This is an optimization exercise on Yosys and OpenROAD, whose aim is small area, a short achievable clock period and few clock cycles, not a production implementation.
No functional check of the RTL was part of any run shown here.

==> flow/design.v, too long to show whole: its modules and the start of the top module <==
// module imm_dot: 3726 lines
// module integer_matrix_multiply: 234 lines
module integer_matrix_multiply (
  input  wire                                   clk,
  input  wire                                   rst,
  input  wire                                   in_valid,
  output logic                                  in_ready,
  input  wire        [1:0]                      operation,
  input  wire        [2:0]                      row_index,
  input  wire        [2:0]                      col_index,
  input  wire signed [15:0]                     element_value,
  output logic                                  out_valid,
  input  wire                                   out_ready,
  output logic       [2:0]                      out_row,
  output logic       [2:0]                      out_col,
  output logic signed [imm_pkg::PROD_WIDTH-1:0] product_value,
  output logic                                  last,
  output logic                                  dim_error,
  input  wire                                   cfg_we,
  input  wire        [1:0]                      cfg_index,
  input  wire        [3:0]                      cfg_data
);
  // ...
==> flow/flow/run.sh <==
#!/bin/bash
# The standard layout, with the timing repair steps asked to leave more setup slack.
set -euo pipefail
bash standard.sh SETUP_SLACK_MARGIN=6.5 finish > standard.log 2>&1
==> flow/standard.sh <==
#!/bin/bash
# synth_recipe.tcl (not shown) runs the flow's synth.tcl, then flattens the netlist and writes it again
# the make line also repeats each setting of config.mk as NAME=value (left out here)
make -C /OpenROAD-flow-scripts/flow DESIGN_CONFIG=/design/flow/config.mk WORK_HOME=/design/flow/orfs CLKGATE_MAP_FILE= SYNTH_SCRIPT=/design/flow/synth_recipe.tcl "${@:-finish}"
==> flow/config.mk <==
export PLATFORM = sky130hd
export DESIGN_NAME = integer_matrix_multiply
export DESIGN_NICKNAME = integer_matrix_multiply
export VERILOG_FILES = /design/flow/design.v
export SDC_FILE = /design/flow/constraint.sdc
export NUM_CORES = 4
export LEC_CHECK = 0
export ABC_AREA = 1
export CAP_MARGIN = 20
export CORE_MARGIN = 2
export CORE_UTILIZATION = 40
export SLEW_MARGIN = 20
==> flow/constraint.sdc <==
create_clock -name core_clock -period 10.0 [get_ports {clk}]
set_input_delay 2.0000 -clock core_clock [delete_from_list [all_inputs] [get_ports {clk}]]
set_output_delay 2.0000 -clock core_clock [all_outputs]
set_load 0.01 [all_outputs]
==> flow_metrics.py, run 1 <==
metrics = {
    "outcome": {
        "status": "timing/DRC/antenna clean",
    },
    "timing": {
        "hold_slack_ns": 0.325,
        "rsz0062_at_grt": "true",
    },
    "clocking": {
        "postCtsSetupRepairBufs": 772,
        "htree_num_levels": 5,
        "cts_tree": "built",
        "cts_hold_buffers": 0,
    },
    "logic_synthesis": {
        "ys_ff_latch": 3022,
        "synth_most_common_cell": "edfxtp_1",
        "synth-xor-area-share_pct": 6.36,
        "synthArstFlopShare_pct": 0,
        "synthAdderAreaFrac_pct": 14.2,
        "synth.top_cell.area_share_pct": 47.1,
    },
    "critical_path": {
        "cpLargestDelayFamily": "adder cells",
        "crit_chain": "clkinvlp_4 -> buf_4 -> o22ai_2 -> xor2_1 -> fa_1 -> clkinvlp_4 -> fa_2 -> fa_2 -> fa_2",
        "worstRegToRegCells": 9,
        "endpoint_kind": "flip-flop",
    },
    "routing": {
        "wl_per_cell_um": 30.0,
        "viasPerCell": 5.64,
        "vias": 111000,
        "dr.pass1.iters": 8,
        "routed_wl_um": 592000,
        "wl_met2_um": 253000,
    },
    "layout": {
        "sh_seq_area_pct": 45.7,
        "multi_input_area_share_pct": 34.8,
        "nonClkBufAreaFrac_pct": 6.41,
        "num-nonclk-inverters": 1646,
    },
    "floorplan": {
        "dieHeight_um": 626,
        "die_w_um": 626,
        "core_area_mm2": 0.386,
    },
    "global_routing": {
        "grt_usage_pct": 29.3,
        "grt_pass1_wl_um": 811000,
        "busiest_layer": "met2",
    },
    "worst_hold_path": {
        "worst_hold_startpoint": "u_dot.p4_30[2]",
    },
    "job": {
        "maxCapViolCount": 0,
    },
    "placement": {
        "dp.cells": 18200,
        "portBuffers": 79,
    },
}
==> inputs of run 2 (changes only) <==
--- a/flow/config.mk
+++ b/flow/config.mk
@@ -11,2 +11,3 @@
 export CORE_UTILIZATION = 40
 export SLEW_MARGIN = 20
+export TNS_END_PERCENT = 10
==> run 2 against run 1 <==
Global-route usage down 0.65 points. Die area is the same. Sequential share of layout area rose by 1.0 points. Critical endpoint is now u_dot.p4_17[11]. Via count is 0.42% lower. Count of clock-buffer cells in the layout fell by 15. Critical path type unchanged. Non-clock buffer count down 148. First-iteration DRC count is 6.9% higher. Synthesized cell count is the same.
==> flow_metrics.py, run 2 <==
metrics = {
    "layout": {
        "ff_latch_area_mm2": 0.0850,
        "multi_input_area_mm2": 0.0618,
        "reg_top3": "a_st x1024, b_st x1024, rb x192",
        "layout_commonest_cell": "edfxtp_1",
        "area_growth_pct": 17.5,
        "layout_common_cells": "edfxtp_1 (2429), nor2_1 (1726), o22ai_1 (1287)",
        "drive_gt1_share_pct": 15.8,
        "fillCellCount": 35000,
        "fin_cells": 19600,
        "num-nets-final": 15300,
    },
    "clocking": {
        "htree_num_levels": 5,
        "clock_sinks": 3022,
        "numCtsBuffers": 326,
        "clock_path_buffers": 4,
        "cts_root_buffer": "clkbuf_16",
        "path_clk_slew_ns": 0.06,
        "clock_latency_ns": 1.01,
        "cts_tree": "built",
        "cts_hold_buffers": 0,
    },
    "timing": {
        "rsz0062_at_grt": "true",
        "finalMaxSlewViolations": 0,
        "fmax_mhz": 263,
        "fin_crit_sh_pct": 38.0,
        "slew_headroom_pct": 14.1,
        "hold_slack_ns": 0.325,
        "finalHoldViolCount": 0,
        "final-setup-viol-count": 0,
        "worst_pin_slew_ns": 1.28,
        "fin_setup_tns_ns": 0,
        "post-route-min-period_ns": 3.80,
        "finClkSkew_ns": 0.124,
    },
    "logic_synthesis": {
        "synth_most_common_cell": "edfxtp_1",
        "synthArstFlopShare_pct": 0,
        "synth.top_cell.area_share_pct": 47.1,
        "ys_top_cells_by_area": "edfxtp_1 (47%), fa_1 (13%), dfxtp_1 (7.7%), xor2_1 (6.3%), o22ai_1 (5.4%)",
        "ys_ff_latch": 3022,
        "yosysSeqAreaShare_pct": 54.8,
        "synth.largest_area_cell": "edfxtp_1",
        "yosys_most_used_dff": "edfxtp_1",
        "synthesis.nets": 14700,
        "yosys-top-cells-count": "edfxtp_1 (2429), nor2_1 (1767), inv_1 (1571)",
        "avgSynthCellArea_um2": 11.5,
        "ys_types": 62,
        "syn_area_mm2": 0.155,
        "ys.warnings.count": 2,
        "synth-edff-count": 2429,
        "netlist_instances": 13500,
    },
    "routing": {
        "wl_per_cell_um": 29.4,
        "antenna_left": 0,
        "viasPerCell": 5.65,
        "drcViolationCount": 0,
        "dr.pass1.iters": 8,
        "drtIter0Drc": 16300,
        "vias": 111000,
        "routed_wl_um": 576000,
    },
    "placement": {
        "gp_congestion": 1.10,
        "dp.cells": 18200,
        "hpwlAfterDp_um": 398000,
        "portBuffers": 79,
    },
    "critical_path": {
        "worstPathArrival_ns": 4.62,
        "worstSetupPathType": "reg2reg",
        "cp_data_required_time_ns": 10.82,
        "cp-start-kind": "flip-flop",
        "worstRegToRegCells": 10,
        "path_max_fanout": 6,
        "endpoint_kind": "flip-flop",
    },
    "global_routing": {
        "grt_usage_pct": 28.6,
        "grt_pass1_wl_um": 796000,
        "antenna_found_initial": 42,
        "grt_start_max_net_pins": 209,
        "overflow": 0,
        "first_global_vias": 103000,
    },
    "floorplan": {
        "die_w_um": 626,
        "initial_core_util_pct": 40.2,
        "num_rows": 228,
        "dieArea_mm2": 0.392,
        "core_area_mm2": 0.386,
        "dieHeight_um": 626,
        "io_pins": 80,
    },
    "job": {
        "maxCapViolCount": 0,
    },
    "worst_hold_path": {
        "min_path_type": "reg2reg",
        "hold_path_depth": 0,
    },
    "outcome": {
        "status": "timing/DRC/antenna clean",
    },
}
-- run 2: cell counts after synthesis --
No cell type changed its count.
-- run 2: layout make-up --
class	count	area share [%]
well taps	5175	3.56
clock inverters	168	1.10
clock buffers	428	4.83
diodes	17	0.0234
inverters	1627	3.96
repair inverters	9	0.0364
repair buffers	1067	5.79
multi-input cells	8068	34.0
flip-flops and latches	3022	46.7
-- run 2: final timing paths --
path,from,endpoint,slack (ns)
worst min register to register,u_dot.p4_2[2],u_dot.p9_2[2],0.33
worst min-delay path,u_dot.p4_2[2],u_dot.p9_2[2],0.33
worst max-delay path,rb[57],u_dot.p4_17[11],6.20
worst max register to register,rb[57],u_dot.p4_17[11],6.20
-- run 2: through the flow --
stage | utilization (%) | setup slack (ns) | cell area (um^2)
detailed placement | 41.7 | 4.81 | 161000
floorplan | - | 6.35 | 155000
global placement | 41.7 | 4.77 | 161000
global route | 47.2 | 6.18 | 182000
CTS | 46.7 | 6.30 | 180000
finish | 47.2 | 6.20 | 182000
-- run 2: timing repair --
action | 4_1_cts | 5_1_grt
resized for setup | 584 | 182
cloned | 11 | 5
pin swaps | 74 | 89
endpoints found under the setup margin | 537 | 388
buffers inserted | 644 | 125
-- run 2: cell families after synthesis --
group,share of synthesized area (%)
adder cells (fa/ha/maj),14.2
AND/OR/NAND/NOR,6.77
XOR/XNOR,6.36
flip-flops,54.8
multiplexers,0.294
AO/OA/AOI/OAI,11.5
buffers and inverters,6.17
-- run 2: metal layers --
layer | GRT usage (%) | part of all wire (%)
met1 | 39.4 | 40
met2 | 41.7 | 42
met3 | 6.23 | 11
met4 | 16.7 | 7.2
met5 | 0 | 0.011
-- run 2: worst max-delay path: stages (launching register included) --
cell	delay [ns]
edfxtp_1	0.58
clkinvlp_4	0.25
buf_6	0.19
o22ai_1	0.16
xor2_1	0.11
fa_1	0.44
inv_1	0.10
fa_1	0.47
fa_1	0.71
inv_1	0.12
fa_1	0.48

==> what the ideal ports hide <==
In the flow no input, the clock included, has a driving cell. The finished layouts below were timed again as built, in two steps.
Step 1 sets driving cells, clkbuf_16 on the clock port and buf_2 on the other inputs (assumed; they add their load-dependent delay and slew).
Step 2 adds t to the input delays and takes it off the output delays; t is the mean of the earliest and latest rising clock arrival at the registers after step 1. Input paths then give back, and output paths get back, about the clock's delay inside the block.
a / b / c = ideal / step 1 / step 2; a / b = the first two.
run	shift t [ns]	slack for setup (ns)	latest minus earliest clock arrival (ns)	cell pins on the clock port's net
run 1	1.069	6.222 / 6.222 / 5.579	0.086 / 0.086	1
run 2	1.052	6.199 / 6.199 / 5.646	0.130 / 0.130	1
After both steps every run listed still meets setup and hold. The setup slack of run 1, which loses most, moves by 0.000 ns with the drivers and by -0.643 ns with both steps.
